This design comes from an exercise in tuning for small area on the open sky130 flow, not from production work.
Where RTL was checked, it was by simulation tests only, not by an equivalence proof against the original.
For run 1, only the layout was checked, not whether the RTL still works.
Power is estimated from default activity; no workload was simulated.

==> flow/config.mk <==
export PLATFORM = sky130hd
export DESIGN_NAME = issue_stage
export DESIGN_NICKNAME = issue_stage
export VERILOG_FILES = /design/flow/design.v
export SDC_FILE = /design/flow/constraint.sdc
export NUM_CORES = 4
export LEC_CHECK = 0
export CAP_MARGIN = 20
export CORE_MARGIN = 2
export CORE_UTILIZATION = 65
export SLEW_MARGIN = 20
==> flow/constraint.sdc <==
create_clock -name core_clock -period 5.5 [get_ports {clk}]
set_input_delay 1.1000 -clock core_clock [delete_from_list [all_inputs] [get_ports {clk}]]
set_output_delay 1.1000 -clock core_clock [all_outputs]
set_load 0.01 [all_outputs]
==> flow/design.v <==
module issue_stage (
  input  logic                      clk,
  input  logic                      rst_n,
  input  logic                      flush,
  input  logic                      push,
  input  logic [70:0]               in_pair0,
  input  logic [70:0]               in_pair1,
  input  logic                      load_valid,
  input  logic [5-1:0] load_dest,
  output logic                      full,
  output logic [70:0]               lane0,
  output logic [70:0]               lane1,
  output logic                      swapped
);
  logic [3:0][69:0] mem_e;   
  logic [3:0][69:0] mem_o;   
  logic [3:0] hd_e, hd_o;
  logic       hd_odd;
  logic [3:0] ln_e, ln_o;
  logic       ln_odd;
  logic [2:0] wr_ptr;
  logic [3:0] count;
  logic [1:0] lane_vld;
  logic [69:0] head_e, head_o, lane_e, lane_o;
  always_comb begin
    head_e = '0;
    head_o = '0;
    lane_e = '0;
    lane_o = '0;
    for (int k = 0; k < 4; k++) begin
      head_e = head_e | ({70{hd_e[k]}} & mem_e[k]);
      head_o = head_o | ({70{hd_o[k]}} & mem_o[k]);
      lane_e = lane_e | ({70{ln_e[k]}} & mem_e[k]);
      lane_o = lane_o | ({70{ln_o[k]}} & mem_o[k]);
    end
  end
  assign lane0 = {lane_vld[0], (ln_odd ^ swapped) ? lane_o : lane_e};
  assign lane1 = {lane_vld[1], (ln_odd ^ swapped) ? lane_e : lane_o};
  logic [5:0] op_e, op_o;
  logic [4:0] rs_e, rt_e, rs_o, rt_o, dest_e, dest_o;
  logic       rds_e, rdt_e, wr_e, br_e, mm_e;
  logic       rds_o, rdt_o, wr_o, br_o, mm_o;
  assign op_e = head_e[31:26];
  assign rs_e = head_e[25:21];
  assign rt_e = head_e[20:16];
  assign op_o = head_o[31:26];
  assign rs_o = head_o[25:21];
  assign rt_o = head_o[20:16];
  function automatic logic reads_rs(input logic [5:0] op);
    reads_rs = (op[5:4] == 2'b00 && op != 6'h00) || op[5:4] == 2'b01 ||
               op == 6'h20 || op == 6'h21 || op == 6'h30;
  endfunction
  function automatic logic reads_rt(input logic [5:0] op);
    reads_rt = (op[5:4] == 2'b00 && op != 6'h00) || op == 6'h21;
  endfunction
  function automatic logic writes(input logic [5:0] op);
    writes = (op[5:4] == 2'b00 && op != 6'h00) || op[5:4] == 2'b01 || op == 6'h20;
  endfunction
  function automatic logic is_branch(input logic [5:0] op);
    is_branch = op[5:4] == 2'b11 || op[5:1] == 5'b00110 || op[5:1] == 5'b01110;
  endfunction
  assign rds_e  = reads_rs(op_e);
  assign rdt_e  = reads_rt(op_e);
  assign wr_e   = writes(op_e);
  assign dest_e = (op_e[5:4] == 2'b00) ? head_e[15:11] : rt_e;
  assign br_e   = is_branch(op_e);
  assign mm_e   = op_e[5:4] == 2'b10;
  assign rds_o  = reads_rs(op_o);
  assign rdt_o  = reads_rt(op_o);
  assign wr_o   = writes(op_o);
  assign dest_o = (op_o[5:4] == 2'b00) ? head_o[15:11] : rt_o;
  assign br_o   = is_branch(op_o);
  assign mm_o   = op_o[5:4] == 2'b10;
  logic v0, v1, v_e, v_o;
  logic ld_e, ld_o, dep_oe, dep_eo;
  logic load_stall, pair_dep, conflict;
  logic mm0, br0, br1;
  logic iss0, iss1, swap;
  assign v0  = count != 4'd0;
  assign v1  = count > 4'd1;
  assign v_e = hd_odd ? v1 : v0;
  assign v_o = hd_odd ? v0 : v1;
  assign ld_e   = (rds_e && rs_e == load_dest) || (rdt_e && rt_e == load_dest);
  assign ld_o   = (rds_o && rs_o == load_dest) || (rdt_o && rt_o == load_dest);
  assign dep_oe = wr_e && ((rds_o && rs_o == dest_e) || (rdt_o && rt_o == dest_e));
  assign dep_eo = wr_o && ((rds_e && rs_e == dest_o) || (rdt_e && rt_e == dest_o));
  assign load_stall = load_valid && ((v_e && ld_e) || (v_o && ld_o));
  assign pair_dep   = hd_odd ? dep_eo : dep_oe;
  assign conflict   = (br_e && br_o) || (mm_e && mm_o);
  assign mm0        = hd_odd ? mm_o : mm_e;
  assign br0        = hd_odd ? br_o : br_e;
  assign br1        = hd_odd ? br_e : br_o;
  assign iss0 = v0 && !load_stall;
  assign iss1 = iss0 && v1 && !pair_dep && !conflict;
  assign swap = iss0 && (mm0 || (iss1 && !br0 && br1));
  logic [3:0] push_n, pop_n, count_nx;
  logic       accept;
  logic       step_e, step_o;
  assign accept   = push && !full && !flush;
  assign push_n   = accept ? 4'(in_pair0[70]) + 4'(in_pair1[70]) : 4'd0;
  assign pop_n    = 4'(iss0) + 4'(iss1);
  assign count_nx = count + push_n - pop_n;
  assign step_e = iss1 || (iss0 && !hd_odd);
  assign step_o = iss1 || (iss0 && hd_odd);
  always_ff @(posedge clk) begin
    if (!rst_n || flush) begin
      hd_e     <= 4'b0001;
      hd_o     <= 4'b0001;
      hd_odd   <= 1'b0;
      wr_ptr   <= '0;
      count    <= '0;
      full     <= 1'b0;
      lane_vld <= 2'b00;
      swapped  <= 1'b0;
    end else begin
      if (step_e) hd_e <= {hd_e[2:0], hd_e[3]};
      if (step_o) hd_o <= {hd_o[2:0], hd_o[3]};
      hd_odd   <= hd_odd ^ (iss0 && !iss1);
      wr_ptr   <= wr_ptr + push_n[2:0];
      count    <= count_nx;
      full     <= count_nx > 4'd6;
      lane_vld <= swap ? {iss0, iss1} : {iss1, iss0};
      swapped  <= swap;
    end
  end
  always_ff @(posedge clk) begin
    ln_e   <= hd_e;
    ln_o   <= hd_o;
    ln_odd <= hd_odd;
  end
  logic [1:0]  wr_e_idx, wr_o_idx;
  logic [69:0] wd_e, wd_o;
  assign wr_e_idx = 2'((wr_ptr + 3'd1) >> 1);
  assign wr_o_idx = wr_ptr[2:1];
  assign wd_e     = (!wr_ptr[0] && in_pair0[70]) ? in_pair0[69:0] : in_pair1[69:0];
  assign wd_o     = ( wr_ptr[0] && in_pair0[70]) ? in_pair0[69:0] : in_pair1[69:0];
  always_ff @(posedge clk) begin
    for (int k = 0; k < 4; k++) begin
      if (!full && wr_e_idx == 2'(k)) mem_e[k] <= wd_e;
      if (!full && wr_o_idx == 2'(k)) mem_o[k] <= wd_o;
    end
  end
endmodule
==> flow/flow/run.sh <==
#!/bin/bash
set -uo pipefail
bash standard.sh \
  "BUFFER_PORTS_ARGS=-buffer_cell sky130_fd_sc_hd__buf_1" \
  "CTS_ARGS=-sink_clustering_enable -repair_clock_nets -dont_use_dummy_load -sink_clustering_size 20 -sink_clustering_max_diameter 60 -buf_list sky130_fd_sc_hd__clkbuf_8" \
  finish > standard.log 2>&1
==> flow/standard.sh <==
#!/bin/bash
# synth_recipe.tcl (not shown) runs the flow's synth.tcl, then flattens the netlist and writes it again
# the make line also repeats each setting of config.mk as NAME=value (left out here)
make -C /OpenROAD-flow-scripts/flow DESIGN_CONFIG=/design/flow/config.mk WORK_HOME=/design/flow/orfs CLKGATE_MAP_FILE= SYNTH_SCRIPT=/design/flow/synth_recipe.tcl "${@:-finish}"
==> metrics.cfg, run 1 <==
[outcome]
status=complete, no violations

[clock_tree]
clock_path_buffers=3
cts_root_buf=clkbuf_8
cts_tree=built
clk-insertion-delay-late_ns=0.65
cts.reportedPaths.clkPinSlew_ns=0.09
post_cts_buffers=0
cts_hold_buffers=0
cts-htree-levels=2
cts_made_buffers=41
clkSinkCount=589

[yosys]
muxShareOfSynthArea=0.0647
synth_top_family_by_area=compound AO/OA/AOI/OAI gates
syn-num-nets=2085
yosys.area_share.simple=0.0689
synth_compound_area_frac=0.152
synth.top_cell.area_share=0.643
post_synth.cell_area_avg_um2=13.6
synth_top_cell_by_area=edfxtp_1
synthAdderAreaFrac=0.00737
synth_edf_count=560
synth_cells=1920
yosys_warnings=1
synth_xor_area_frac=0.0181
yosysUniqueCellTypes=70
synthTopCellsByArea=edfxtp_1, a22oi_1, mux2_2
ys.flop_type=edfxtp_1
seq_area_frac_synth=0.665
synth-seq-cells=589
synthesis.area_um2=26200
ys_async_sr_fraction=0

[critical_path]
ff2ff_path_depth=19
r2r-start=hd_o[2]$_SDFFE_PP0P_
reg2reg_slack_ns=0.40
cp-end-kind=flip-flop
crit_fanout=16
startpoint_type=flip-flop
arrival_ns=5.63
rr_endpoint=full$_SDFF_PP0_
criticalPathCategory=flip-flop to flip-flop
cp.required_ns=6.03

[layout]
area_delta_synth_final_pct=8.55
fill_cells=2692
final_cells=2691
drive_gt1_frac=0.124
nNetsFinal=2328
stdcell_area_um2=28400
layout_common_cells=edfxtp_1, a22oi_1, buf_1
layout_commonest_cell=edfxtp_1

[hold_path]
hold_depth=0
holdPathEnd=ln_odd$_DFF_P_
holdCritPathClass=flip-flop to flip-flop
hp-start=hd_odd$_SDFF_PP0_

[power_and_ir_drop]
ir_worst_vdd_uv=410
swShare=0.399
p_int_w=0.00785
combPwrFrac=0.418
power_leakage_nw=9.37
power_density_nw_per_um2=460
seq_power_share=0.431
pwr-share-clk=0.151
p_switching_w=0.00522

[global_route]
antenna_found_initial=3
grt_max_degree=165
grt_usage=0.342
grt_pass1_wl_um=105000
grt.overflow.total=0
grt_pass1_vias=17700

[drt]
vias=18100
drt_pass1_iterations=7
wirelength_um=72000
wl_per_cell_um=26.8
viasPerCell=6.72
ant_nets=0
initialDrtViolationCount=2205
drc=0

[timing]
tns_ns=0
relSlewSlack=0.321
max_freq_ghz=0.196
finalHoldViolCount=0
setup-violations-final=0
fin_crit_sh=0.927
slew_violations=0
period_minus_slack_ns=5.10
skew_ns=0.0723
worstMarginPinSlew_ns=1.02
holdWs_ns=0.573
rsz0062_at_grt=no

[floorplan]
initial_utilization=0.658
row_count=73
core_um2=39700
die_h_um=205
die_x_um=205
die-area_um2=41900
ios=296

[placement]
gp_congestion=0.922
placedCellCount=2645
dp_hpwl_um=46000
io_buffers=295
place_area_um2=27800

[flow_run]
cap_violations=0

[worst max path at each step]
| stage | from | end | cells past startpoint |
|---|---|---|---|
| after global routing | hd_o[2]$_SDFFE_PP0P_ | full$_SDFF_PP0_ | 19 |
| after floorplan | wr_ptr[0]$_SDFF_PP0_ | mem_e[0]$_DFFE_PP_ | 3 |
| final | hd_o[2]$_SDFFE_PP0P_ | full$_SDFF_PP0_ | 19 |
| after CTS | hd_e[2]$_SDFFE_PP0P_ | full$_SDFF_PP0_ | 18 |
| after global placement | hd_e[2]$_SDFFE_PP0P_ | full$_SDFF_PP0_ | 18 |
| after detailed placement | hd_e[2]$_SDFFE_PP0P_ | full$_SDFF_PP0_ | 18 |
[cell usage after synthesis, types with 2 or more instances]
cell / instances
a211o_1: 2
a21oi_1: 10
a22oi_1: 356
a22oi_2: 6
a31oi_1: 141
and2_1: 9
and3_1: 2
buf_1: 10
buf_2: 10
buf_4: 2
buf_6: 5
clkbuf_1: 105
dfxtp_1: 29
edfxtp_1: 560
fa_1: 4
ha_1: 9
inv_1: 12
mux2_2: 140
mux2i_1: 10
nand2_1: 199
nand2_2: 3
nand2b_1: 3
nand3_1: 7
nand4_1: 5
nor2_1: 160
nor2b_1: 2
nor3_1: 7
nor3b_1: 3
nor4_1: 7
o21a_1: 3
o21ai_0: 4
o22ai_1: 2
or3_1: 4
xnor2_1: 27
xor2_1: 27
[state kept, by name, indices dropped and copies added, names as in the netlist, 2 cells and up]
register and flops:
mem_o 280, mem_e 280, hd_o 4, lane_vld 2
ln_o 4, count 4, wr_ptr 3, ln_e 4
hd_e 4
[area by class of cell]
cell class | instances | area [µm²] | share of cell area
sequential | 589 | 17400 | 0.613
tap | 525 | 657 | 0.0231
multi-input combinational | 1186 | 8240 | 0.290
timing repair buffer | 333 | 1470 | 0.0517
antenna | 5 | 12.5 | 0.000441
clock buffer | 41 | 564 | 0.0199
inverter | 12 | 45.0 | 0.00159
[cells by family (layout without fill, tap and decap cells)]
logic type,after synthesis,in the layout
compound gates,545,545
xor+xnor,54,54
fa+ha+maj,13,13
buf+inv,145,386
flops,589,589
mux,151,151
other cells,0,5
simple gates,423,423
[power groups by stage]
stage / registers, W / logic, W / clock network [W]
final: 0.00564 / 0.00546 / 0.00197
after global routing: 0.00567 / 0.00596 / 0.00212
after CTS: 0.00563 / 0.00542 / 0.00197
after detailed placement: 0.00573 / 0.00539 / 0
after global placement: 0.00572 / 0.00532 / 0
after floorplan: 0.00555 / 0.00370 / 0
[layer usage]
| layer | GRT usage | vias up | wire [µm] |
|---|---|---|---|
| met4 | 0.122 | 2 | 1980 |
| met2 | 0.554 | 1056 | 35000 |
| met5 | 0 | - | 11 |
| met3 | 0.0692 | 132 | 7440 |
| li1 | - | 7997 | - |
| met1 | 0.465 | 8907 | 27500 |
[critical path: stages (launching register included)]
cell	delay [ns]
dfxtp_1	0.80
buf_4	0.28
a22oi_1	0.09
nand2_1	0.25
xor2_1	0.12
nor3_1	0.17
a31oi_1	0.07
or4_4	0.50
a211oi_4	0.35
nor3b_2	0.12
and2_1	0.19
fa_1	0.52
fa_1	0.40
inv_1	0.06
ha_1	0.17
inv_1	0.07
fa_1	0.46
nor2_1	0.17
nand2_1	0.09
o22ai_1	0.12
[timing repair]
item | in CTS | in global routing
endpoints found under the setup margin | 0 | 1
resized for setup | 0 | 2
hold endpoints to repair | 0 | 0
[through the flow]
| step | setup slack [ns] | total power [W] | util |
|---|---|---|---|
| after global placement | 0.517 | 0.0110 | 0.700 |
| final | 0.401 | 0.0131 | 0.715 |
| after global routing | 0.0625 | 0.0138 | 0.714 |
| after CTS | 0.395 | 0.0130 | 0.714 |
| after floorplan | -0.542 | 0.00925 | - |
| after detailed placement | 0.447 | 0.0111 | 0.700 |
==> run 2, diff against run 1 <==
--- a/flow/design.v
+++ b/flow/design.v
@@ -24,13 +24,13 @@
   logic [69:0] head_e, head_o, lane_e, lane_o;
   always_comb begin
-    head_e = '0;
-    head_o = '0;
-    lane_e = '0;
-    lane_o = '0;
+    head_e = '1;
+    head_o = '1;
+    lane_e = '1;
+    lane_o = '1;
     for (int k = 0; k < 4; k++) begin
-      head_e = head_e | ({70{hd_e[k]}} & mem_e[k]);
-      head_o = head_o | ({70{hd_o[k]}} & mem_o[k]);
-      lane_e = lane_e | ({70{ln_e[k]}} & mem_e[k]);
-      lane_o = lane_o | ({70{ln_o[k]}} & mem_o[k]);
+      head_e = head_e & ~({70{hd_e[k]}} & mem_e[k]);
+      head_o = head_o & ~({70{hd_o[k]}} & mem_o[k]);
+      lane_e = lane_e & ~({70{ln_e[k]}} & mem_e[k]);
+      lane_o = lane_o & ~({70{ln_o[k]}} & mem_o[k]);
     end
   end
@@ -133,6 +133,6 @@
   assign wr_e_idx = 2'((wr_ptr + 3'd1) >> 1);
   assign wr_o_idx = wr_ptr[2:1];
-  assign wd_e     = (!wr_ptr[0] && in_pair0[70]) ? in_pair0[69:0] : in_pair1[69:0];
-  assign wd_o     = ( wr_ptr[0] && in_pair0[70]) ? in_pair0[69:0] : in_pair1[69:0];
+  assign wd_e     = ~((!wr_ptr[0] && in_pair0[70]) ? in_pair0[69:0] : in_pair1[69:0]);
+  assign wd_o     = ~(( wr_ptr[0] && in_pair0[70]) ? in_pair0[69:0] : in_pair1[69:0]);
   always_ff @(posedge clk) begin
     for (int k = 0; k < 4; k++) begin
==> flow/flow/run.sh (replaced) <==
#!/bin/bash
set -uo pipefail
bash standard.sh \
  "BUFFER_PORTS_ARGS=-buffer_cell sky130_fd_sc_hd__buf_1" \
  "CTS_ARGS=-sink_clustering_enable -repair_clock_nets -dont_use_dummy_load -sink_clustering_size 16 -sink_clustering_max_diameter 50 -buf_list sky130_fd_sc_hd__clkbuf_8" \
  finish > standard.log 2>&1
--- a/flow/config.mk
+++ b/flow/config.mk
@@ -8,4 +8,4 @@
 export CAP_MARGIN = 20
 export CORE_MARGIN = 2
-export CORE_UTILIZATION = 65
+export CORE_UTILIZATION = 50
 export SLEW_MARGIN = 20
==> run 2 against run 1 <==
  * Cell count up 3.7%
  * Utilization down 15 points
  * Clock skew fell by 0.029 ns
  * Combinational power increased by 7.0%
  * Final area down 0.37%
  * Sequential power down 0.7%
  * Register-to-register slack hardly changed
  * Total power grew 4.1%
  * Die area grew 27%
  * First-iteration DRC count fell by 14%
  * Clock power up about 10%
==> metrics.cfg, run 2 <==
[power_and_ir_drop]
total_power_w=0.0136  ; was 0.0131 W
power_density_nw_per_um2=481  ; was 460 nW/µm²
ir_worst_vdd_uv=345  ; was 410 µV
power_leakage_nw=9.69  ; was 9.37 nW

[critical_path]
cp_cell_sequence=a22oi_1, a22oi_1, nand4_1, mux2i_1, a2111oi_0, buf_4, a22oi_1, nand3_1, nand2b_1, inv_1, fa_1, fa_1, inv_1, ha_1, inv_1, fa_1, nor2_1, nand2_1, o22ai_1  ; was buf_4, a22oi_1, nand2_1, xor2_1, nor3_1, a31oi_1, or4_4, a211oi_4, nor3b_2, and2_1, fa_1, fa_1, inv_1, ha_1, inv_1, fa_1, nor2_1, nand2_1, o22ai_1
startpoint_type=flip-flop  ; unchanged
r2r-start=hd_o[3]$_SDFFE_PP0P_  ; was hd_o[2]$_SDFFE_PP0P_
cp.depth=19  ; unchanged
cp.required_ns=6.09  ; was 6.03 ns
crit_path_start=hd_o[3]$_SDFFE_PP0P_  ; was hd_o[2]$_SDFFE_PP0P_
reg2reg_slack_ns=0.41  ; was 0.40 ns
worst-path-buf-inv=4  ; was 3
arrival_ns=5.68  ; was 5.63 ns
cpPeakStageDelay_ns=0.78  ; was 0.80 ns
rr_endpoint=full$_SDFF_PP0_  ; unchanged
ff2ff_path_depth=19  ; unchanged
cp-end-kind=flip-flop  ; unchanged
crit_path_top_delay_cell=dfxtp_1  ; unchanged
crit_fanout=16  ; unchanged
critPathTopFamily=adder cells  ; unchanged
criticalPathCategory=flip-flop to flip-flop  ; unchanged
endpoint=full$_SDFF_PP0_  ; unchanged

[floorplan]
die-area_um2=53100  ; was 41900 µm²
row_count=82  ; was 73
die_x_um=230  ; was 205 µm
core_um2=50400  ; was 39700 µm²
initial_utilization=0.508  ; was 0.658
die_h_um=230  ; was 205 µm
ios=296  ; unchanged

[drt]
vias=17700  ; was 18100
wirelength_um=74100  ; was 72000 µm
drc=0  ; unchanged
ant_nets=0  ; unchanged
wl_per_cell_um=26.5  ; was 26.8 µm
initialDrtViolationCount=1907  ; was 2205
drt_pass1_iterations=5  ; was 7
viasPerCell=6.36  ; was 6.72

[timing]
rsz0062_at_grt=no  ; unchanged
holdWs_ns=0.569  ; was 0.573 ns
relSlewSlack=0.306  ; was 0.321
worstMarginPinSlew_ns=1.04  ; was 1.02 ns
fin_crit_sh=0.926  ; was 0.927
skew_ns=0.0436  ; was 0.0723 ns
period_minus_slack_ns=5.09  ; was 5.10 ns
setup-violations-final=0  ; unchanged
finalHoldViolCount=0  ; unchanged
max_freq_ghz=0.196  ; about the same
slew_violations=0  ; unchanged

[yosys]
post_synth.cell_area_avg_um2=13.8  ; was 13.6 µm²
synth_common_cells=edfxtp_1, a22oi_1, mux2i_1  ; was edfxtp_1, a22oi_1, nand2_1
synth_cells=1851  ; was 1920
seq_area_frac_synth=0.679  ; was 0.665
synth_edf_count=560  ; unchanged
synth_top_cell_by_area=edfxtp_1  ; unchanged
synthesis.area_um2=25600  ; was 26200 µm²
yosys_warnings=1  ; unchanged
yosysMostFrequentCell=edfxtp_1  ; unchanged
ys_async_sr_fraction=0  ; unchanged
ys.flop_type=edfxtp_1  ; unchanged
synth.top_cell.area_share=0.657  ; was 0.643
synth-seq-cells=589  ; unchanged
syn-num-nets=2016  ; was 2085
synthTopCellsByArea=edfxtp_1, a22oi_1, mux2i_1  ; was edfxtp_1, a22oi_1, mux2_2
yosysUniqueCellTypes=59  ; was 70

[layout]
layout_common_cells=edfxtp_1, a22oi_1, buf_1  ; unchanged
nNetsFinal=2285  ; was 2328
largest_registers=mem_e x280, mem_o x280  ; unchanged
drive_gt1_frac=0.0670  ; was 0.124
area_delta_synth_final_pct=10.4  ; was 8.55%
layout_commonest_cell=edfxtp_1  ; unchanged

[clock_tree]
cts_resized=0  ; unchanged
clock_path_buffers=3  ; unchanged
cts.reportedPaths.clkPinSlew_ns=0.08  ; was 0.09 ns
cts-htree-levels=2  ; unchanged
post_cts_buffers=0  ; unchanged
clkSinkCount=589  ; unchanged
clk-insertion-delay-late_ns=0.66  ; was 0.65 ns
cts_root_buf=clkbuf_8  ; unchanged
cts_tree=built  ; unchanged
cts_made_buffers=52  ; was 41
cts_hold_buffers=0  ; unchanged

[placement]
gp_congestion=0.940  ; was 0.922
dp_hpwl_um=46700  ; was 46000 µm
io_buffers=295  ; unchanged

[global_route]
grt_max_degree=141  ; was 165
grt_pass1_vias=17400  ; was 17700
grt.overflow.total=0  ; unchanged
antenna_found_initial=4  ; was 3
grt_usage=0.275  ; was 0.342
grt_pass1_wl_um=109000  ; was 105000 µm

[hold_path]
hold_depth=0  ; unchanged
holdCritPathClass=flip-flop to flip-flop  ; unchanged

[flow_run]
cap_violations=0  ; unchanged

[outcome]
status=complete, no violations  ; unchanged

==> run 2: changes by cell type after synthesis, sizes merged, moves of 77 or more <==
cell,delta
a31oi,-139
mux2,-138
mux2i,+142
nand2,-77
nand3,+144
nor2,-141
o21ai,+141
==> run 2: through the flow <==
stage	area, µm²	setup WS, ns	instances	setup TNS [ns]	util
2_1_floorplan	25600	-0.547	1851	-137.67	-
3_3_place_gp	27600	0.380	2738	0	0.547
3_5_place_dp	27600	0.378	2738	0	0.547
4_1_cts	28300	0.472	2790	0	0.561
5_1_grt	28300	0.0452	2790	0	0.561
6_report	28300	0.406	2791	0	0.562
==> run 2: logic make-up after synthesis <==
kind of cell | after synthesis | share of synthesized area
AOI/OAI and AO/OA | 553 | 0.150
buffers and inverters | 148 | 0.0235
xor gates and xnor gates | 46 | 0.0157
muxes | 155 | 0.0607
DFF | 589 | 0.679
and+or+nand+nor | 347 | 0.0637
adders and majority gates | 13 | 0.00752
==> run 2: area by class of cell <==
cell class              instances  area, µm²
flip-flops and latches        589      17400
fillers                      4138      22100
well taps                     672        841
multi-input cells            1114       7710
repair buffers                347       1550
clock buffers                  52        716
inverters                      16       60.1
diodes                          1       2.50
==> run 2: per-layer routing <==
layer	share of wire	track usage	wire length, µm	vias to the layer above
li1	-	-	-	7858
met1	0.42	0.387	31200	8909
met3	0.083	0.0457	6140	115
met4	0.022	0.0742	1600	8
met5	0.00073	0	54	-
met2	0.47	0.445	35100	858
==> run 2: where the power goes <==
group	internal (W)	leakage, nW	switching (W)	total, W
logic	0.00183	3.86	0.00401	0.00584
clock network	0.000841	0.374	0.00133	0.00217
registers	0.00535	5.45	0.000246	0.00560
total	0.00802	9.69	0.00558	0.0136
==> run 2: worst min path at each step <==
stage | start | end
global route | hd_odd$_SDFF_PP0_ | ln_odd$_DFF_P_
detailed placement | hd_odd$_SDFF_PP0_ | ln_odd$_DFF_P_
finish | hd_odd$_SDFF_PP0_ | ln_odd$_DFF_P_
global placement | hd_e[0]$_SDFFE_PP1P_ | ln_e[0]$_DFF_P_
CTS | hd_odd$_SDFF_PP0_ | ln_odd$_DFF_P_
floorplan | hd_odd$_SDFF_PP0_ | ln_odd$_DFF_P_
==> run 2: worst register-to-register path: stages, from the launching register on <==
cell and delay [ns]:
dfxtp_1 0.78, a22oi_1 0.22, a22oi_1 0.36, nand4_1 0.20
mux2i_1 0.37, a2111oi_0 0.15, buf_4 0.16, a22oi_1 0.30
nand3_1 0.20, nand2b_1 0.21, inv_1 0.08, fa_1 0.43
fa_1 0.43, inv_1 0.06, ha_1 0.16, inv_1 0.07
fa_1 0.46, nor2_1 0.15, nand2_1 0.09, o22ai_1 0.13
==> run 3, diff against run 2 <==
==> flow/flow/run.sh (replaced) <==
#!/bin/bash
set -uo pipefail
bash standard.sh \
  "BUFFER_PORTS_ARGS=-buffer_cell sky130_fd_sc_hd__buf_1" \
  "CTS_ARGS=-sink_clustering_enable -repair_clock_nets -dont_use_dummy_load -sink_clustering_size 10 -sink_clustering_max_diameter 40 -buf_list sky130_fd_sc_hd__clkbuf_4" \
  finish > standard.log 2>&1
==> run 3 against run 2 <==
  * First-iteration DRC count decreased by 1.7%
  * Hold slack better by 0.0019 ns
  * Largest power group unchanged
  * Still clean
  * Total power down 1.0%
  * Critical endpoint unchanged
  * Global-route usage is 0.22 points higher
==> metrics.cfg, run 3 <==
[outcome]
status=complete, no violations  ; unchanged

[timing]
tns_ns=0  ; unchanged
max_freq_ghz=0.197  ; was 0.196 GHz
setup-violations-final=0  ; unchanged
slew_violations=0  ; unchanged
worstMarginPinSlew_ns=1.03  ; was 1.04 ns
relSlewSlack=0.311  ; was 0.306
rsz0062_at_grt=no  ; unchanged
period_minus_slack_ns=5.08  ; was 5.09 ns
finalHoldViolCount=0  ; unchanged
skew_ns=0.0853  ; was 0.0436 ns
fin_crit_sh=0.923  ; was 0.926

[power_and_ir_drop]
combPwrFrac=0.434  ; was 0.429
swShare=0.416  ; was 0.411
seq_power_share=0.416  ; was 0.411
pwr-share-clk=0.151  ; was 0.159
power_density_nw_per_um2=477  ; was 481 nW/µm²
p_int_w=0.00786  ; was 0.00802 W
power_leakage_nw=9.69  ; about the same
ir_worst_vdd_uv=351  ; was 345 µV
p_switching_w=0.00560  ; was 0.00558 W

[layout]
stdcell_area_um2=28200  ; was 28300 µm²
multiInputGateArea_um2=7710  ; unchanged
drive_gt1_frac=0.0801  ; was 0.0670
layout_commonest_cell=edfxtp_1  ; unchanged
regArea_um2=17400  ; unchanged
fill_cells=4180  ; was 4138
largest_registers=mem_e x280, mem_o x280  ; unchanged
nNetsFinal=2315  ; was 2285
layout_common_cells=edfxtp_1, a22oi_1, buf_1  ; unchanged
area_delta_synth_final_pct=10.1  ; was 10.4%

[critical_path]
arrival_ns=5.79  ; was 5.68 ns
cp.required_ns=6.21  ; was 6.09 ns
criticalPathCategory=flip-flop to flip-flop  ; unchanged
crit_fanout=16  ; unchanged
cp_cell_sequence=a22oi_1, a22oi_1, nand4_1, mux2i_1, a2111oi_0, buf_4, a22oi_1, nand3_1, nand2b_1, inv_1, fa_1, fa_1, inv_1, ha_1, inv_1, fa_1, nor2_1, nand2_1, o22ai_1  ; unchanged
crit_path_top_delay_cell=dfxtp_1  ; unchanged
cp-end-kind=flip-flop  ; unchanged
worst-path-buf-inv=4  ; unchanged
cpPeakStageDelay_ns=0.76  ; was 0.78 ns
reg2reg_slack_ns=0.42  ; was 0.41 ns
startpoint_type=flip-flop  ; unchanged
critPathTopFamily=adder cells  ; unchanged

[clock_tree]
cts_tree=built  ; unchanged
post_cts_buffers=0  ; unchanged
cts-htree-levels=3  ; was 2
cts_root_buf=clkbuf_4  ; was clkbuf_8
cts_made_buffers=82  ; was 52
cts.reportedPaths.clkPinSlew_ns=0.10  ; was 0.08 ns
clock_path_buffers=3  ; unchanged
clk-insertion-delay-late_ns=0.85  ; was 0.66 ns
cts_hold_buffers=0  ; unchanged
clkSinkCount=589  ; unchanged
cts_resized=0  ; unchanged

[drt]
drt_pass1_iterations=5  ; unchanged
ant_nets=0  ; unchanged
initialDrtViolationCount=1874  ; was 1907
viasPerCell=6.36  ; about the same
vias=18000  ; was 17700
drc=0  ; unchanged
wl_per_cell_um=26.3  ; was 26.5 µm
wirelength_um=74300  ; was 74100 µm

[yosys]
synth_common_cells=edfxtp_1, a22oi_1, mux2i_1  ; unchanged
synth-seq-cells=589  ; unchanged
synth_cells=1851  ; unchanged
synth.top_cell.area_share=0.657  ; unchanged
yosysUniqueCellTypes=59  ; unchanged
ys_async_sr_fraction=0  ; unchanged
synthesis.area_um2=25600  ; unchanged
seq_area_frac_synth=0.679  ; unchanged
yosys_warnings=1  ; unchanged
syn-num-nets=2016  ; unchanged
post_synth.cell_area_avg_um2=13.8  ; unchanged
synth_top_cell_by_area=edfxtp_1  ; unchanged
ys.flop_type=edfxtp_1  ; unchanged
yosysMostFrequentCell=edfxtp_1  ; unchanged
synthTopCellsByArea=edfxtp_1, a22oi_1, mux2i_1  ; unchanged
synth_edf_count=560  ; unchanged

[flow_run]
cap_violations=0  ; unchanged

[floorplan]
initial_utilization=0.508  ; unchanged
die-area_um2=53100  ; unchanged
ios=296  ; unchanged
die_x_um=230  ; unchanged
core_um2=50400  ; unchanged
die_h_um=230  ; unchanged
row_count=82  ; unchanged

[global_route]
antenna_found_initial=6  ; was 4
grt_pass1_vias=17600  ; was 17400
grt.overflow.total=0  ; unchanged
grt_usage=0.277  ; was 0.275
grt_pass1_wl_um=109000  ; about the same
grt_max_degree=141  ; unchanged

[placement]
place_area_um2=27600  ; unchanged
io_buffers=295  ; unchanged
gp_congestion=0.940  ; unchanged
dp_hpwl_um=46700  ; unchanged

[hold_path]
holdCritPathClass=flip-flop to flip-flop  ; unchanged

-- run 3: cell counts after synthesis --
Identical to the previous run, type by type.
-- run 3: power groups by stage --
| stage | combinational, W | sequential, W | clock (W) |
|---|---|---|---|
| after floorplan | 0.00364 | 0.00558 | 0 |
| after global placement | 0.00576 | 0.00568 | 0 |
| after detailed placement | 0.00580 | 0.00569 | 0 |
| after CTS | 0.00582 | 0.00559 | 0.00209 |
| after global routing | 0.00635 | 0.00563 | 0.00224 |
| final | 0.00584 | 0.00559 | 0.00203 |
-- run 3: path summary, 6_finish.rpt --
| kind | from | to | cells after the start |
|---|---|---|---|
| worst max-delay path | hd_o[3]$_SDFFE_PP0P_ | full$_SDFF_PP0_ | 19 |
| worst min-delay path | hd_e[0]$_SDFFE_PP1P_ | ln_e[0]$_DFF_P_ | 1 |
| worst max register to register | hd_o[3]$_SDFFE_PP0P_ | full$_SDFF_PP0_ | 19 |
| worst min register to register | hd_e[0]$_SDFFE_PP1P_ | ln_e[0]$_DFF_P_ | 1 |
-- run 3: per-layer routing --
metal	GRT usage	vias up	share of wire
li1	-	7964	-
met3	0.0543	134	0.082
met4	0.0800	8	0.023
met5	0	-	0.00071
met2	0.446	849	0.48
met1	0.384	9019	0.42
-- run 3: cell families (layout without fill, tap and decap cells) --
family	after synthesis	count (layout)	share of synthesized area
buf+inv	148	445	0.0235
compound gates	553	553	0.150
flops	589	589	0.679
mux	155	155	0.0607
simple gates	347	347	0.0637
fa+ha+maj	13	13	0.00752
xor+xnor	46	46	0.0157
other cells	0	4	0
-- run 3: final cells by class --
cell class,count,share of cell area
Inverter,16,0.00213
Multi-Input combinational cell,1114,0.274
Clock buffer,82,0.0218
Tap cell,672,0.0298
Timing Repair Buffer,347,0.0549
Antenna cell,4,0.000355
Sequential cell,589,0.617
-- run 3: worst reg2reg max path, stage by stage, from the launching register on --
cell and delay (ns):
dfxtp_1 0.76, a22oi_1 0.22, a22oi_1 0.36, nand4_1 0.19, mux2i_1 0.38, a2111oi_0 0.15, buf_4 0.16, a22oi_1 0.29
nand3_1 0.19, nand2b_1 0.21, inv_1 0.08, fa_1 0.43, fa_1 0.43, inv_1 0.07, ha_1 0.16, inv_1 0.07
fa_1 0.46, nor2_1 0.15, nand2_1 0.09, o22ai_1 0.13
-- run 3: per-stage QoR --
stage               std cells  hold slack [ns]  power (W)   util  setup WS [ns]
floorplan                1851            0.326    0.00923      -         -0.547
global placement         2738            0.550     0.0114  0.547          0.380
detailed placement       2738            0.545     0.0115  0.547          0.378
CTS                      2820            0.556     0.0135  0.559          0.447
global route             2823            0.589     0.0142  0.560         0.0309
finish                   2824            0.571     0.0135  0.560          0.425
==> run 4, diff against run 3 <==
--- a/flow/config.mk
+++ b/flow/config.mk
@@ -6,6 +6,6 @@
 export NUM_CORES = 4
 export LEC_CHECK = 0
-export CAP_MARGIN = 20
+export CAP_MARGIN = 0
 export CORE_MARGIN = 2
 export CORE_UTILIZATION = 50
-export SLEW_MARGIN = 20
+export SLEW_MARGIN = 0
==> run 4 against run 3 <==
  * Total power unchanged
  * Area after synthesis unchanged
  * Final area unchanged
  * Highest routed layer unchanged
  * First-iteration DRC count unchanged
==> metrics.cfg, run 4 <==
[outcome]
status=complete, no violations  ; unchanged

[yosys]
synthTopCellsByArea=edfxtp_1, a22oi_1, mux2i_1  ; unchanged
post_synth.cell_area_avg_um2=13.8  ; unchanged
seq_area_frac_synth=0.679  ; unchanged
yosys_warnings=1  ; unchanged
syn-num-nets=2016  ; unchanged
yosysUniqueCellTypes=59  ; unchanged
synth_edf_count=560  ; unchanged
ys_async_sr_fraction=0  ; unchanged
synth-seq-cells=589  ; unchanged
synth_common_cells=edfxtp_1, a22oi_1, mux2i_1  ; unchanged
yosysMostFrequentCell=edfxtp_1  ; unchanged
synth.top_cell.area_share=0.657  ; unchanged
synthesis.area_um2=25600  ; unchanged
synth_top_cell_by_area=edfxtp_1  ; unchanged
ys.flop_type=edfxtp_1  ; unchanged
synth_cells=1851  ; unchanged

[timing]
fin_crit_sh=0.923  ; unchanged
skew_ns=0.0853  ; unchanged
worstMarginPinSlew_ns=1.03  ; unchanged
period_minus_slack_ns=5.08  ; unchanged
max_freq_ghz=0.197  ; unchanged
slew_violations=0  ; unchanged
finalHoldViolCount=0  ; unchanged
rsz0062_at_grt=no  ; unchanged
relSlewSlack=0.311  ; unchanged
tns_ns=0  ; unchanged
setup-violations-final=0  ; unchanged

[drt]
initialDrtViolationCount=1874  ; unchanged
wl_per_cell_um=26.3  ; unchanged
ant_nets=0  ; unchanged
drc=0  ; unchanged
vias=18000  ; unchanged
drt_pass1_iterations=5  ; unchanged
viasPerCell=6.36  ; unchanged
wirelength_um=74300  ; unchanged

[critical_path]
criticalPathCategory=flip-flop to flip-flop  ; unchanged
cp-end-kind=flip-flop  ; unchanged
startpoint_type=flip-flop  ; unchanged
arrival_ns=5.79  ; about the same
cp.required_ns=6.21  ; about the same
crit_fanout=16  ; unchanged

[power_and_ir_drop]
total_power_w=0.0135  ; unchanged
power_density_nw_per_um2=477  ; unchanged
power_leakage_nw=9.69  ; unchanged
ir_worst_vdd_uv=351  ; unchanged

[layout]
layout_commonest_cell=edfxtp_1  ; unchanged
largest_registers=mem_e x280, mem_o x280  ; unchanged
drive_gt1_frac=0.0801  ; unchanged
layout_common_cells=edfxtp_1, a22oi_1, buf_1  ; unchanged
nNetsFinal=2315  ; unchanged
final_util=0.560  ; unchanged
area_delta_synth_final_pct=10.1  ; unchanged

[global_route]
grt_pass1_wl_um=109000  ; unchanged
grt_pass1_vias=17600  ; unchanged
grt_usage=0.277  ; unchanged
antenna_found_initial=6  ; unchanged
grt_max_degree=141  ; unchanged
grt.overflow.total=0  ; unchanged

[clock_tree]
cts_root_buf=clkbuf_4  ; unchanged
clock_path_buffers=3  ; unchanged
cts_made_buffers=82  ; unchanged
clk-insertion-delay-late_ns=0.85  ; about the same
cts_hold_buffers=0  ; unchanged
post_cts_buffers=0  ; unchanged
cts.reportedPaths.clkPinSlew_ns=0.10  ; about the same
cts-htree-levels=3  ; unchanged
cts_tree=built  ; unchanged
clkSinkCount=589  ; unchanged
cts_resized=0  ; unchanged

[flow_run]
cap_violations=0  ; unchanged

[floorplan]
die_h_um=230  ; unchanged
initial_utilization=0.508  ; unchanged
die-area_um2=53100  ; unchanged
core_um2=50400  ; unchanged
die_x_um=230  ; unchanged
row_count=82  ; unchanged
ios=296  ; unchanged

[hold_path]
holdCritPathClass=flip-flop to flip-flop  ; unchanged

[placement]
dp_hpwl_um=46700  ; unchanged
gp_congestion=0.940  ; unchanged
io_buffers=295  ; unchanged

==> run 4: final cells by class <==
| cell class | instances | area, µm² |
|---|---|---|
| Tap cell | 672 | 841 |
| Clock buffer | 82 | 616 |
| Antenna cell | 4 | 10.0 |
| Fill cell | 4180 | 22200 |
| Timing Repair Buffer | 347 | 1550 |
| Sequential cell | 589 | 17400 |
| Inverter | 16 | 60.1 |
| Multi-Input combinational cell | 1114 | 7710 |
==> run 4: worst paths after layout <==
| check | cells after the start | slack, ns | startpoint | to |
|---|---|---|---|---|
| setup / recovery | 19 | 0.42 | hd_o[3]$_SDFFE_PP0P_ | full$_SDFF_PP0_ |
| setup reg to reg | 19 | 0.42 | hd_o[3]$_SDFFE_PP0P_ | full$_SDFF_PP0_ |
| hold reg to reg | 1 | 0.57 | hd_e[0]$_SDFFE_PP1P_ | ln_e[0]$_DFF_P_ |
| hold / removal | 1 | 0.57 | hd_e[0]$_SDFFE_PP1P_ | ln_e[0]$_DFF_P_ |
==> run 4: per-layer routing <==
layer / track usage / up-vias / share of wire
li1: - / 7964 / -
met1: 0.384 / 9019 / 0.42
met2: 0.446 / 849 / 0.48
met3: 0.0543 / 134 / 0.082
met4: 0.0800 / 8 / 0.023
met5: 0 / - / 0.00071
==> run 4: power breakdown <==
part | switching, W | internal [W]
Clock | 0.00134 | 0.000684
Combinational | 0.00402 | 0.00182
Sequential | 0.000245 | 0.00535
==> run 4: critical path: stages (launching register included) <==
cell and delay [ns]:
dfxtp_1 0.76, a22oi_1 0.21, a22oi_1 0.36, nand4_1 0.19
mux2i_1 0.38, a2111oi_0 0.15, buf_4 0.16, a22oi_1 0.29
nand3_1 0.19, nand2b_1 0.21, inv_1 0.08, fa_1 0.43
fa_1 0.43, inv_1 0.07, ha_1 0.16, inv_1 0.06
fa_1 0.46, nor2_1 0.15, nand2_1 0.09, o22ai_1 0.13
==> run 4: stage by stage <==
stage	hold WS, ns	cell area, µm²	worst slack [ns]	instances
finish	0.571	28200	0.425	2824
global route	0.589	28200	0.0309	2823
CTS	0.556	28200	0.447	2820
detailed placement	0.545	27600	0.378	2738
global placement	0.550	27600	0.380	2738
floorplan	0.326	25600	-0.547	1851
==> run 4: kinds of logic (layout without fill, tap and decap cells) <==
kind of cell    Yosys count  after routing  share of synthesized area
flops                   589            589                      0.679
compound gates          553            553                      0.150
simple gates            347            347                     0.0637
mux                     155            155                     0.0607
buf+inv                 148            445                     0.0235
xor+xnor                 46             46                     0.0157
fa+ha+maj                13             13                    0.00752
other cells               0              4                          0
==> run 5, diff against run 4 <==
--- a/flow/design.v
+++ b/flow/design.v
@@ -95,4 +95,6 @@
   assign swap = iss0 && (mm0 || (iss1 && !br0 && br1));
   logic [3:0] push_n, pop_n, count_nx;
+  logic [2:0] wr_ptr_nx;
+  logic       full_nx;
   logic       accept;
   logic       step_e, step_o;
@@ -117,7 +119,7 @@
       if (step_o) hd_o <= {hd_o[2:0], hd_o[3]};
       hd_odd   <= hd_odd ^ (iss0 && !iss1);
-      wr_ptr   <= wr_ptr + push_n[2:0];
+      wr_ptr   <= wr_ptr_nx;
       count    <= count_nx;
-      full     <= count_nx > 4'd6;
+      full     <= full_nx;
       lane_vld <= swap ? {iss0, iss1} : {iss1, iss0};
       swapped  <= swap;
@@ -129,14 +131,27 @@
     ln_odd <= hd_odd;
   end
-  logic [1:0]  wr_e_idx, wr_o_idx;
+  logic [3:0]  we_e, we_o, hold_e, hold_o;
+  logic [3:0]  we_e_nx, we_o_nx;
   logic [69:0] wd_e, wd_o;
-  assign wr_e_idx = 2'((wr_ptr + 3'd1) >> 1);
-  assign wr_o_idx = wr_ptr[2:1];
-  assign wd_e     = ~((!wr_ptr[0] && in_pair0[70]) ? in_pair0[69:0] : in_pair1[69:0]);
-  assign wd_o     = ~(( wr_ptr[0] && in_pair0[70]) ? in_pair0[69:0] : in_pair1[69:0]);
+  assign wr_ptr_nx = (!rst_n || flush) ? 3'd0 : wr_ptr + push_n[2:0];
+  assign full_nx   = (rst_n && !flush) && count_nx > 4'd6;
+  always_comb begin
+    for (int k = 0; k < 4; k++) begin
+      we_e_nx[k] = !full_nx && 2'((wr_ptr_nx + 3'd1) >> 1) == 2'(k);
+      we_o_nx[k] = !full_nx && wr_ptr_nx[2:1] == 2'(k);
+    end
+  end
+  always_ff @(posedge clk) begin
+    we_e   <= we_e_nx;
+    we_o   <= we_o_nx;
+    hold_e <= ~we_e_nx;
+    hold_o <= ~we_o_nx;
+  end
+  assign wd_e = ~((!wr_ptr[0] && in_pair0[70]) ? in_pair0[69:0] : in_pair1[69:0]);
+  assign wd_o = ~(( wr_ptr[0] && in_pair0[70]) ? in_pair0[69:0] : in_pair1[69:0]);
   always_ff @(posedge clk) begin
     for (int k = 0; k < 4; k++) begin
-      if (!full && wr_e_idx == 2'(k)) mem_e[k] <= wd_e;
-      if (!full && wr_o_idx == 2'(k)) mem_o[k] <= wd_o;
+      mem_e[k] <= (mem_e[k] & {70{hold_e[k]}}) | (wd_e & {70{we_e[k]}});
+      mem_o[k] <= (mem_o[k] & {70{hold_o[k]}}) | (wd_o & {70{we_o[k]}});
     end
   end
--- a/flow/config.mk
+++ b/flow/config.mk
@@ -6,6 +6,8 @@
 export NUM_CORES = 4
 export LEC_CHECK = 0
-export CAP_MARGIN = 0
+export CAP_MARGIN = 20
 export CORE_MARGIN = 2
 export CORE_UTILIZATION = 50
-export SLEW_MARGIN = 0
+export GPL_ROUTABILITY_DRIVEN = 0
+export GPL_TIMING_DRIVEN = 0
+export SLEW_MARGIN = 20
==> run 5 against run 4 <==
  * Combinational power is 36% higher
  * Sequential share of layout area is 19 points lower
  * Critical path type unchanged
  * Wire length rose by 34%
  * Cell count up 29%
  * Global-route usage up 8.5 points
  * Highest routed layer is now met4
  * Final area up 1.3%
==> metrics.cfg, run 5 <==
[floorplan]
core_um2=51200  ; was 50400 µm²
initial_utilization=0.506  ; was 0.508
die_x_um=232  ; was 230 µm
row_count=83  ; was 82
die-area_um2=53600  ; was 53100 µm²
ios=296  ; unchanged
die_h_um=232  ; was 230 µm

[timing]
finalHoldViolCount=0  ; unchanged
max_freq_ghz=0.189  ; was 0.197 GHz
fin_ws_ns=0.200  ; was 0.425 ns
fin_crit_sh=0.964  ; was 0.923
holdWs_ns=0.357  ; was 0.571 ns
setup-violations-final=0  ; unchanged
relSlewSlack=0.175  ; was 0.311
worstMarginPinSlew_ns=1.20  ; was 1.03 ns
period_minus_slack_ns=5.30  ; was 5.08 ns
slew_violations=0  ; unchanged
rsz0062_at_grt=no  ; unchanged
skew_ns=0.110  ; was 0.0853 ns

[layout]
nNetsFinal=3123  ; was 2315
layout_commonest_cell=dfxtp_1  ; was edfxtp_1
drive_gt1_frac=0.0430  ; was 0.0801
fill_cells=4671  ; was 4180
regArea_um2=12100  ; was 17400 µm²
largest_registers=mem_e x280, mem_o x280  ; unchanged
multiInputGateArea_um2=12700  ; was 7710 µm²
area_delta_synth_final_pct=10.3  ; was 10.1%
layout_common_cells=dfxtp_1, a22o_1, a22oi_1  ; was edfxtp_1, a22oi_1, buf_1
stdcell_area_um2=28500  ; was 28200 µm²

[power_and_ir_drop]
ir_worst_vdd_uv=290  ; was 351 µV
total_power_w=0.0162  ; was 0.0135 W
power_leakage_nw=11.6  ; was 9.69 nW
power_density_nw_per_um2=566  ; was 477 nW/µm²

[placement]
dp_slack_ns=-0.188  ; was 0.378 ns
place_area_um2=27800  ; was 27600 µm²
dp_hpwl_um=72200  ; was 46700 µm
io_buffers=295  ; unchanged

[drt]
drc=0  ; unchanged
wirelength_um=99800  ; was 74300 µm
drt_pass1_iterations=7  ; was 5
ant_nets=0  ; unchanged
viasPerCell=6.71  ; was 6.36
wl_per_cell_um=27.4  ; was 26.3 µm
initialDrtViolationCount=2876  ; was 1874
vias=24400  ; was 18000

[yosys]
syn-num-nets=2737  ; was 2016
yosys_warnings=1  ; unchanged
synth_edf_count=0  ; was 560
synth_cells=2572  ; was 1851
post_synth.cell_area_avg_um2=10.1  ; was 13.8 µm²
ys.flop_type=dfxtp_1  ; was edfxtp_1
synth_top_cell_by_area=dfxtp_1  ; was edfxtp_1
ys_async_sr_fraction=0  ; unchanged
synthesis.area_um2=25900  ; was 25600 µm²
seq_area_frac_synth=0.468  ; was 0.679
synth_common_cells=dfxtp_1, a22o_1, a22oi_1  ; was edfxtp_1, a22oi_1, mux2i_1
synthTopCellsByArea=dfxtp_1, a22o_1, a22oi_1  ; was edfxtp_1, a22oi_1, mux2i_1
synth.top_cell.area_share=0.468  ; was 0.657
synth-seq-cells=605  ; was 589
yosysMostFrequentCell=dfxtp_1  ; was edfxtp_1
yosysUniqueCellTypes=64  ; was 59

[critical_path]
crit_fanout=10  ; was 16
criticalPathCategory=flip-flop to flip-flop  ; unchanged
rr_endpoint=hold_o[0]$_DFF_P_  ; was full$_SDFF_PP0_
ff2ff_path_depth=19  ; unchanged
cp_cell_sequence=buf_6, a22oi_1, a22oi_1, mux2_2, o22ai_1, a2111o_1, a21o_1, nand4_1, inv_1, fa_1, fa_1, inv_1, ha_1, inv_1, fa_1, nor2_1, a31o_2, nor2_1, o21ai_0  ; was a22oi_1, a22oi_1, nand4_1, mux2i_1, a2111oi_0, buf_4, a22oi_1, nand3_1, nand2b_1, inv_1, fa_1, fa_1, inv_1, ha_1, inv_1, fa_1, nor2_1, nand2_1, o22ai_1
cpPeakStageDelay_ns=0.63  ; was 0.76 ns
arrival_ns=6.04  ; was 5.79 ns
r2r-start=hd_o[3]$_SDFFE_PP0P_  ; unchanged
crit_path_top_delay_cell=a22oi_1  ; was dfxtp_1
cp-end-kind=flip-flop  ; unchanged
reg2reg_slack_ns=0.20  ; was 0.42 ns
startpoint_type=flip-flop  ; unchanged
cp.required_ns=6.24  ; was 6.21 ns

[global_route]
grt.overflow.total=0  ; unchanged
grt_pass1_wl_um=147000  ; was 109000 µm
grt_usage=0.362  ; was 0.277
grt_max_degree=13  ; was 141
grt_pass1_vias=23300  ; was 17600
antenna_found_initial=4  ; was 6

[outcome]
status=complete, no violations  ; unchanged

[hold_path]
hp-start=hd_odd$_SDFF_PP0_  ; was hd_e[0]$_SDFFE_PP1P_
hold_depth=0  ; was 1
holdCritPathClass=flip-flop to flip-flop  ; unchanged
holdPathEnd=ln_odd$_DFF_P_  ; was ln_e[0]$_DFF_P_

[clock_tree]
cts_made_buffers=90  ; was 82
clkSinkCount=605  ; was 589
cts_tree=built  ; unchanged
clock_path_buffers=3  ; unchanged
cts-htree-levels=3  ; unchanged
cts.reportedPaths.clkPinSlew_ns=0.12  ; was 0.10 ns
clk-insertion-delay-late_ns=0.89  ; was 0.85 ns
post_cts_buffers=0  ; unchanged
cts_root_buf=clkbuf_4  ; unchanged

[flow_run]
cap_violations=0  ; unchanged

[run 5: area by class of cell]
type,count,share of cell area
multi-input combinational,1682,0.443
sequential,605,0.424
timing repair buffer,295,0.0388
buffer,257,0.0361
tap,680,0.0298
clock buffer,90,0.0237
inverter,27,0.00355
antenna,4,0.000351
[run 5: through the flow]
stage | utilization | cells | setup TNS, ns
2_1_floorplan | - | 2572 | 0
3_3_place_gp | 0.544 | 3547 | -1.54
3_5_place_dp | 0.544 | 3547 | -1.90
4_1_cts | 0.557 | 3637 | 0
5_1_grt | 0.558 | 3638 | 0
6_report | 0.558 | 3640 | 0
[run 5: logic make-up after synthesis]
group                    share of synthesized area
AND/OR/NAND/NOR                             0.0610
flip-flops                                   0.468
adder cells (fa/ha/maj)                    0.00744
buffers and inverters                       0.0438
XOR/XNOR                                    0.0162
AO/OA/AOI/OAI                                0.345
multiplexers                                0.0584
[run 5: worst max-delay path by stage]
stage                          from           endpoint  slack (ns)
2_1_floorplan          load_dest[2]  hold_o[0]$_DFF_P_        0.76
3_3_place_gp           load_dest[2]  hold_o[0]$_DFF_P_       -0.17
3_5_place_dp           load_dest[2]  hold_o[0]$_DFF_P_       -0.19
4_1_cts        hd_o[0]$_SDFFE_PP1P_  hold_o[0]$_DFF_P_        0.16
5_1_grt        hd_e[0]$_SDFFE_PP1P_    we_e[1]$_DFF_P_       0.001
6_report       hd_o[3]$_SDFFE_PP0P_  hold_o[0]$_DFF_P_        0.20
[run 5: where the power goes]
part	leakage, nW	internal (W)	switching [W]
sequential	4.97	0.00536	0.000615
clock	0.414	0.000747	0.00150
combinational	6.17	0.00272	0.00521
[run 5: what timing repair did]
action | in CTS | in global routing
setup endpoints to repair | 0 | 16
hold buffers | 0 | 0
gates resized for setup | 0 | 7
[run 5: per-layer routing]
| metal | global-route usage | up-vias | wire length [µm] |
|---|---|---|---|
| li1 | - | 10800 | - |
| met1 | 0.500 | 12100 | 42100 |
| met2 | 0.548 | 1330 | 44200 |
| met3 | 0.0696 | 220 | 9390 |
| met4 | 0.163 | 0 | 4100 |
| met5 | 0 | - | 0 |
[run 5: critical path: cells and delay by family, from the launching register on]
kind                       cells  cell delay, ns
buffers and inverters          4            0.46
adders and majority gates      4            1.65
AOI/OAI and AO/OA              7            1.91
muxes                          1            0.30
and+or+nand+nor                3            0.33
DFF                            1            0.52
==> run 6, diff against run 5 <==
--- a/flow/config.mk
+++ b/flow/config.mk
@@ -9,5 +9,3 @@
 export CORE_MARGIN = 2
 export CORE_UTILIZATION = 50
-export GPL_ROUTABILITY_DRIVEN = 0
-export GPL_TIMING_DRIVEN = 0
 export SLEW_MARGIN = 20
==> run 6 against run 5 <==
  * Utilization shrank 0.92 points
  * Clock power hardly changed
  * Worst setup slack improved by 0.15 ns
  * Non-clock buffer count fell by 203
  * Synthesized cell count unchanged
  * First-iteration DRC count decreased by 25%
  * Hold slack improved by 0.073 ns
  * Register-to-register slack better by 0.15 ns
  * Clock-buffer cell count up 1
  * Fmax is 2.8% higher
  * Flip-flop and latch count did not move
  * Area after synthesis unchanged
  * Largest power group unchanged
==> metrics.cfg, run 6 <==
[critical_path]
crit_path_start=hd_o[1]$_SDFFE_PP0P_  ; was hd_o[3]$_SDFFE_PP0P_
rr_endpoint=hold_o[0]$_DFF_P_  ; unchanged
cp_cell_sequence=buf_4, a22o_1, a221oi_4, xnor2_1, nor4_1, a22oi_1, or3_1, a21o_1, nand4_1, inv_1, fa_1, fa_1, inv_1, ha_1, inv_1, fa_1, nor2_1, a31o_2, nor2_1, o21ai_0  ; was buf_6, a22oi_1, a22oi_1, mux2_2, o22ai_1, a2111o_1, a21o_1, nand4_1, inv_1, fa_1, fa_1, inv_1, ha_1, inv_1, fa_1, nor2_1, a31o_2, nor2_1, o21ai_0
cp.depth=20  ; was 19
critPathTopFamily=adder cells  ; was compound AO/OA/AOI/OAI gates
cpPeakStageDelay_ns=0.53  ; was 0.63 ns
ff2ff_path_depth=20  ; was 19
worst-path-buf-inv=4  ; unchanged
r2r-start=hd_o[1]$_SDFFE_PP0P_  ; was hd_o[3]$_SDFFE_PP0P_
crit_fanout=11  ; was 10
cp.required_ns=6.23  ; was 6.24 ns
reg2reg_slack_ns=0.35  ; was 0.20 ns
crit_path_top_delay_cell=fa_1  ; was a22oi_1
startpoint_type=flip-flop  ; unchanged
cp-end-kind=flip-flop  ; unchanged
criticalPathCategory=flip-flop to flip-flop  ; unchanged
arrival_ns=5.88  ; was 6.04 ns

[yosys]
synth_edf_count=0  ; unchanged
synth_xor_area_frac=0.0162  ; unchanged
synth-seq-cells=605  ; unchanged
synthAdderAreaFrac=0.00744  ; unchanged
yosys.area_share.simple=0.0610  ; unchanged
synth.top_cell.area_share=0.468  ; unchanged
yosysMostFrequentCell=dfxtp_1  ; unchanged
muxShareOfSynthArea=0.0584  ; unchanged
synth_top_cell_by_area=dfxtp_1  ; unchanged
ys.flop_type=dfxtp_1  ; unchanged
synth_top_family_by_area=compound AO/OA/AOI/OAI gates  ; unchanged
synth_cells=2572  ; unchanged
syn-num-nets=2737  ; unchanged
yosysUniqueCellTypes=64  ; unchanged
synth_common_cells=dfxtp_1, a22o_1, a22oi_1  ; unchanged
synth_compound_area_frac=0.345  ; unchanged
seq_area_frac_synth=0.468  ; unchanged
post_synth.cell_area_avg_um2=10.1  ; unchanged
yosys_warnings=1  ; unchanged
ys_async_sr_fraction=0  ; unchanged
synthesis.area_um2=25900  ; unchanged
synthTopCellsByArea=dfxtp_1, a22o_1, a22oi_1  ; unchanged

[global_route]
grt_max_degree=141  ; was 13
grt_usage=0.343  ; was 0.362
grt_pass1_wl_um=142000  ; was 147000 µm
grt_pass1_vias=23100  ; was 23300
grt.overflow.total=0  ; unchanged
antenna_found_initial=2  ; was 4

[timing]
worstMarginPinSlew_ns=1.17  ; was 1.20 ns
period_minus_slack_ns=5.15  ; was 5.30 ns
fin_crit_sh=0.937  ; was 0.964
setup-violations-final=0  ; unchanged
finalHoldViolCount=0  ; unchanged
tns_ns=0  ; unchanged
relSlewSlack=0.220  ; was 0.175
slew_violations=0  ; unchanged
max_freq_ghz=0.194  ; was 0.189 GHz
skew_ns=0.119  ; was 0.110 ns
rsz0062_at_grt=no  ; unchanged

[drt]
initialDrtViolationCount=2159  ; was 2876
wl_per_cell_um=27.5  ; was 27.4 µm
vias=23400  ; was 24400
drt_pass1_iterations=8  ; was 7
drc=0  ; unchanged
wirelength_um=94400  ; was 99800 µm
ant_nets=0  ; unchanged
viasPerCell=6.82  ; was 6.71

[clock_tree]
cts.reportedPaths.clkPinSlew_ns=0.10  ; was 0.12 ns
clock_path_buffers=3  ; unchanged
cts_made_buffers=91  ; was 90
cts_tree=built  ; unchanged
cts_root_buf=clkbuf_4  ; unchanged
clkSinkCount=605  ; unchanged
clk-insertion-delay-late_ns=0.90  ; was 0.89 ns
cts-htree-levels=3  ; unchanged

[floorplan]
initial_utilization=0.506  ; unchanged
core_um2=51200  ; unchanged
die_h_um=232  ; unchanged
die_x_um=232  ; unchanged
die-area_um2=53600  ; unchanged
row_count=83  ; unchanged
ios=296  ; unchanged

[power_and_ir_drop]
seq_power_share=0.397  ; was 0.370
pwr-share-clk=0.143  ; was 0.139
p_switching_w=0.00700  ; was 0.00733 W
power_density_nw_per_um2=564  ; was 566 nW/µm²
swShare=0.442  ; was 0.453
p_int_w=0.00884  ; was 0.00883 W
combPwrFrac=0.460  ; was 0.491
power_leakage_nw=11.5  ; was 11.6 nW
total_power_w=0.0158  ; was 0.0162 W
ir_worst_vdd_uv=1180  ; was 290 µV

[layout]
drive_gt1_frac=0.0686  ; was 0.0430
layout_commonest_cell=dfxtp_1  ; unchanged
final_util=0.548  ; was 0.558
area_delta_synth_final_pct=8.47  ; was 10.3%
fill_cells=4648  ; was 4671
nNetsFinal=2921  ; was 3123
layout_common_cells=dfxtp_1, a22o_1, a22oi_1  ; unchanged
largest_registers=mem_e x280, mem_o x280  ; unchanged
final_cells=3436  ; was 3640

[placement]
dp_hpwl_um=57400  ; was 72200 µm
gp_congestion=0.959
io_buffers=295  ; unchanged
placedCellCount=3343  ; was 3547

[hold_path]
hold_depth=0  ; unchanged
holdPathEnd=ln_o[3]$_DFF_P_  ; was ln_odd$_DFF_P_
holdCritPathClass=flip-flop to flip-flop  ; unchanged
hp-start=hd_o[3]$_SDFFE_PP0P_  ; was hd_odd$_SDFF_PP0_

[outcome]
status=complete, no violations  ; unchanged

[flow_run]
cap_violations=0  ; unchanged

-- run 6: cell families (layout without fill, tap and decap cells) --
family,Yosys count,in the layout
adders and majority gates,13,13
DFF,605,605
and+or+nand+nor,339,339
buffers and inverters,285,467
other,0,2
AOI/OAI and AO/OA,1131,1131
xor gates and xnor gates,48,48
muxes,151,151
-- run 6: how the worst max path moves through the flow --
stage	end	slack (ns)
after global routing	we_o[0]$_DFF_P_	0.008
final	hold_o[0]$_DFF_P_	0.35
after floorplan	hold_o[0]$_DFF_P_	0.76
after detailed placement	hold_o[0]$_DFF_P_	0.08
after global placement	hold_o[0]$_DFF_P_	0.17
after CTS	hold_o[1]$_DFF_P_	0.34
-- run 6: final cells by class --
class                           instances  area [µm²]  area share
Timing Repair Buffer                  349        1600      0.0571
Tap cell                              680         851      0.0303
Multi-Input combinational cell       1682       12700       0.452
Inverter                               27         101     0.00361
Antenna cell                            2        5.00    0.000178
Clock buffer                           91         683      0.0243
Sequential cell                       605       12100       0.432
-- run 6: metrics by stage --
stage / setup slack, ns / instance area [µm²] / hold slack, ns
after CTS: 0.342 / 28100 / 0.406
final: 0.346 / 28100 / 0.430
after floorplan: 0.760 / 25900 / 0.329
after detailed placement: 0.0773 / 27400 / 0.464
after global placement: 0.174 / 27400 / 0.452
after global routing: 0.00752 / 28100 / 0.411
-- run 6: power groups by stage --
stage	combinational, W	sequential [W]	clock [W]
detailed placement	0.00720	0.00635	0
finish	0.00729	0.00629	0.00226
floorplan	0.00485	0.00588	0
CTS	0.00722	0.00626	0.00231
global placement	0.00712	0.00631	0
global route	0.00786	0.00639	0.00247
-- run 6: metal layers --
layer / GRT usage / vias to the layer above / part of all wire
met5: 0 / - / 0.00016
met4: 0.133 / 2 / 0.032
met3: 0.0706 / 195 / 0.089
met2: 0.533 / 1187 / 0.45
met1: 0.468 / 11700 / 0.43
li1: - / 10300 / -
-- run 6: what timing repair did --
action,in CTS,in global routing
endpoints found under the hold margin,0,0
setup endpoints to repair,0,9
buffers inserted,0,0
hold buffers,0,0
gates resized for setup,0,3
==> run 7, diff against run 6 <==
--- a/flow/design.v
+++ b/flow/design.v
@@ -19,4 +19,5 @@
   logic [3:0] ln_e, ln_o;
   logic       ln_odd;
+  logic       ln_step_e, ln_step_o;
   logic [2:0] wr_ptr;
   logic [3:0] count;
@@ -126,8 +127,10 @@
     end
   end
+  assign ln_e = ln_step_e ? {hd_e[0], hd_e[3:1]} : hd_e;
+  assign ln_o = ln_step_o ? {hd_o[0], hd_o[3:1]} : hd_o;
   always_ff @(posedge clk) begin
-    ln_e   <= hd_e;
-    ln_o   <= hd_o;
-    ln_odd <= hd_odd;
+    ln_step_e <= step_e;
+    ln_step_o <= step_o;
+    ln_odd    <= hd_odd;
   end
   logic [3:0]  we_e, we_o, hold_e, hold_o;
==> run 7 against run 6 <==
  * Total power decreased by 1.5%
  * Register-to-register slack got worse by 0.07 ns
  * Hold slack better by 0.053 ns
  * First-iteration DRC count down 1.8%
  * Sequential share of layout area decreased by 0.22 points
  * Largest cell class unchanged
  * Highest routed layer is now met4
==> metrics.cfg, run 7 <==
[outcome]
status=complete, no violations  ; unchanged

[timing]
max_freq_ghz=0.191  ; was 0.194 GHz
tns_ns=0  ; unchanged
slew_violations=0  ; unchanged
finalHoldViolCount=0  ; unchanged
relSlewSlack=0.175  ; was 0.220
skew_ns=0.100  ; was 0.119 ns

[global_route]
grt.overflow.total=0  ; unchanged
grt_max_degree=141  ; unchanged
antenna_found_initial=7  ; was 2
grt_usage=0.346  ; was 0.343

[layout]
nNetsFinal=2890  ; was 2921
largest_registers=mem_e x280, mem_o x280  ; unchanged
layout_common_cells=dfxtp_1, a22o_1, a22oi_1  ; unchanged
area_delta_synth_final_pct=8.62  ; was 8.47%

[clock_tree]
clock_path_buffers=3  ; unchanged
cts.reportedPaths.clkPinSlew_ns=0.10  ; about the same
cts_made_buffers=86  ; was 91
clkSinkCount=599  ; was 605
clk-insertion-delay-late_ns=0.91  ; was 0.90 ns
cts_root_buf=clkbuf_4  ; unchanged
cts-htree-levels=3  ; unchanged
cts_hold_buffers=0  ; unchanged
cts_tree=built  ; unchanged

[drt]
wirelength_um=95400  ; was 94400 µm
vias=23300  ; was 23400
drt_pass1_iterations=6  ; was 8

[placement]
io_buffers=295  ; unchanged
gp_congestion=0.896  ; was 0.959
dp_hpwl_um=56600  ; was 57400 µm

[hold_path]
holdCritPathClass=flip-flop to flip-flop  ; unchanged

[yosys]
synth.top_cell.area_share=0.466  ; was 0.468
synthesis.area_um2=25700  ; was 25900 µm²
synth_common_cells=dfxtp_1, a22o_1, a22oi_1  ; unchanged
yosys_warnings=1  ; unchanged
synthTopCellsByArea=dfxtp_1, a22o_1, a22oi_1  ; unchanged
ys.flop_type=dfxtp_1  ; unchanged
synth-seq-cells=599  ; was 605
synth_top_cell_by_area=dfxtp_1  ; unchanged

[flow_run]
cap_violations=0  ; unchanged

[floorplan]
die_x_um=231  ; was 232 µm

[power_and_ir_drop]
power_density_nw_per_um2=559  ; was 564 nW/µm²
power_leakage_nw=11.6  ; was 11.5 nW

[critical_path]
crit_fanout=22  ; was 11
cp_cell_sequence=buf_12, a22o_1, or2_1, mux2_2, a22o_1, or4_1, o22ai_2, a21oi_1, nand3_1, inv_1, fa_1, fa_1, inv_1, ha_1, inv_1, fa_1, nor2_1, a31o_2, nor2_1, o21ai_0, inv_1  ; was buf_4, a22o_1, a221oi_4, xnor2_1, nor4_1, a22oi_1, or3_1, a21o_1, nand4_1, inv_1, fa_1, fa_1, inv_1, ha_1, inv_1, fa_1, nor2_1, a31o_2, nor2_1, o21ai_0
arrival_ns=6.01  ; was 5.88 ns
cpPeakStageDelay_ns=0.54  ; was 0.53 ns
crit_path_frequent_cell=inv_1
critPathTopFamily=adder cells  ; unchanged

==> run 7: power by group <==
part	total [W]	switching, W	internal, W
Combinational	0.00752	0.00487	0.00265
Sequential	0.00592	0.000643	0.00528
Clock	0.00218	0.00146	0.000716
==> run 7: worst reg2reg max path, delay by kind of cell, from the launching register on <==
kind | cells | cell delay (ns)
multiplexers | 1 | 0.29
AO/OA/AOI/OAI | 6 | 1.23
AND/OR/NAND/NOR | 5 | 1.17
buffers and inverters | 5 | 0.49
adder cells (fa/ha/maj) | 4 | 1.65
flip-flops | 1 | 0.37
==> run 7: cell type report <==
class	count	area (µm²)	share of cell area
antenna	9	22.5	0.000807
timing repair buffer	345	1630	0.0583
clock buffer	86	646	0.0231
inverter	25	93.8	0.00336
multi-input combinational	1668	12700	0.454
tap	680	851	0.0305
sequential	599	12000	0.430
==> run 7: timing repair <==
action,in CTS,in global routing
endpoints found under the setup margin,0,11
gates resized for setup,0,7
hold endpoints to repair,0,0
==> run 7: routing by layer <==
metal,track usage,wire length [µm],share of wire,up-vias
met1,0.445,38900,0.41,11500
met4,0.146,3820,0.040,0
met5,0,0,0,-
li1,-,-,-,10200
met3,0.0739,8550,0.090,247
met2,0.562,44100,0.46,1298
==> run 7: through the flow <==
step	area (µm²)	power, W	hold slack [ns]	setup slack, ns	instances
global placement	27200	0.0132	0.466	0.298	3316
finish	27900	0.0156	0.483	0.273	3412
detailed placement	27200	0.0133	0.471	0.192	3316
global route	27900	0.0164	0.499	0.00924	3412
floorplan	25700	0.0105	0.329	0.778	2550
CTS	27900	0.0154	0.487	0.192	3402
==> run 7: cells by family after synthesis <==
family | count (synthesis) | synth area share
compound gates | 1109 | 0.341
flops | 599 | 0.466
simple gates | 332 | 0.0603
buf+inv | 283 | 0.0433
mux | 170 | 0.0669
xor+xnor | 44 | 0.0150
fa+ha+maj | 13 | 0.00750
==> run 7: path summary, 6_finish.rpt <==
| check | slack (ns) | startpoint | end | depth (start not counted) |
|---|---|---|---|---|
| setup / recovery | 0.27 | hd_o[0]$_SDFFE_PP1P_ | we_o[0]$_DFF_P_ | 21 |
| hold / removal | 0.48 | mem_e[146]$_DFF_P_ | mem_e[146]$_DFF_P_ | 1 |
| setup reg to reg | 0.27 | hd_o[0]$_SDFFE_PP1P_ | we_o[0]$_DFF_P_ | 21 |
| hold reg to reg | 0.48 | mem_e[146]$_DFF_P_ | mem_e[146]$_DFF_P_ | 1 |

Check on run 7: ideal ports give 0.273 ns setup slack; a clkbuf_16 on the clock port and buf_2 on the inputs give 0.273 ns; moving port delays by the midpoint clock arrival (0.918 ns) as well gives 0.178 ns.
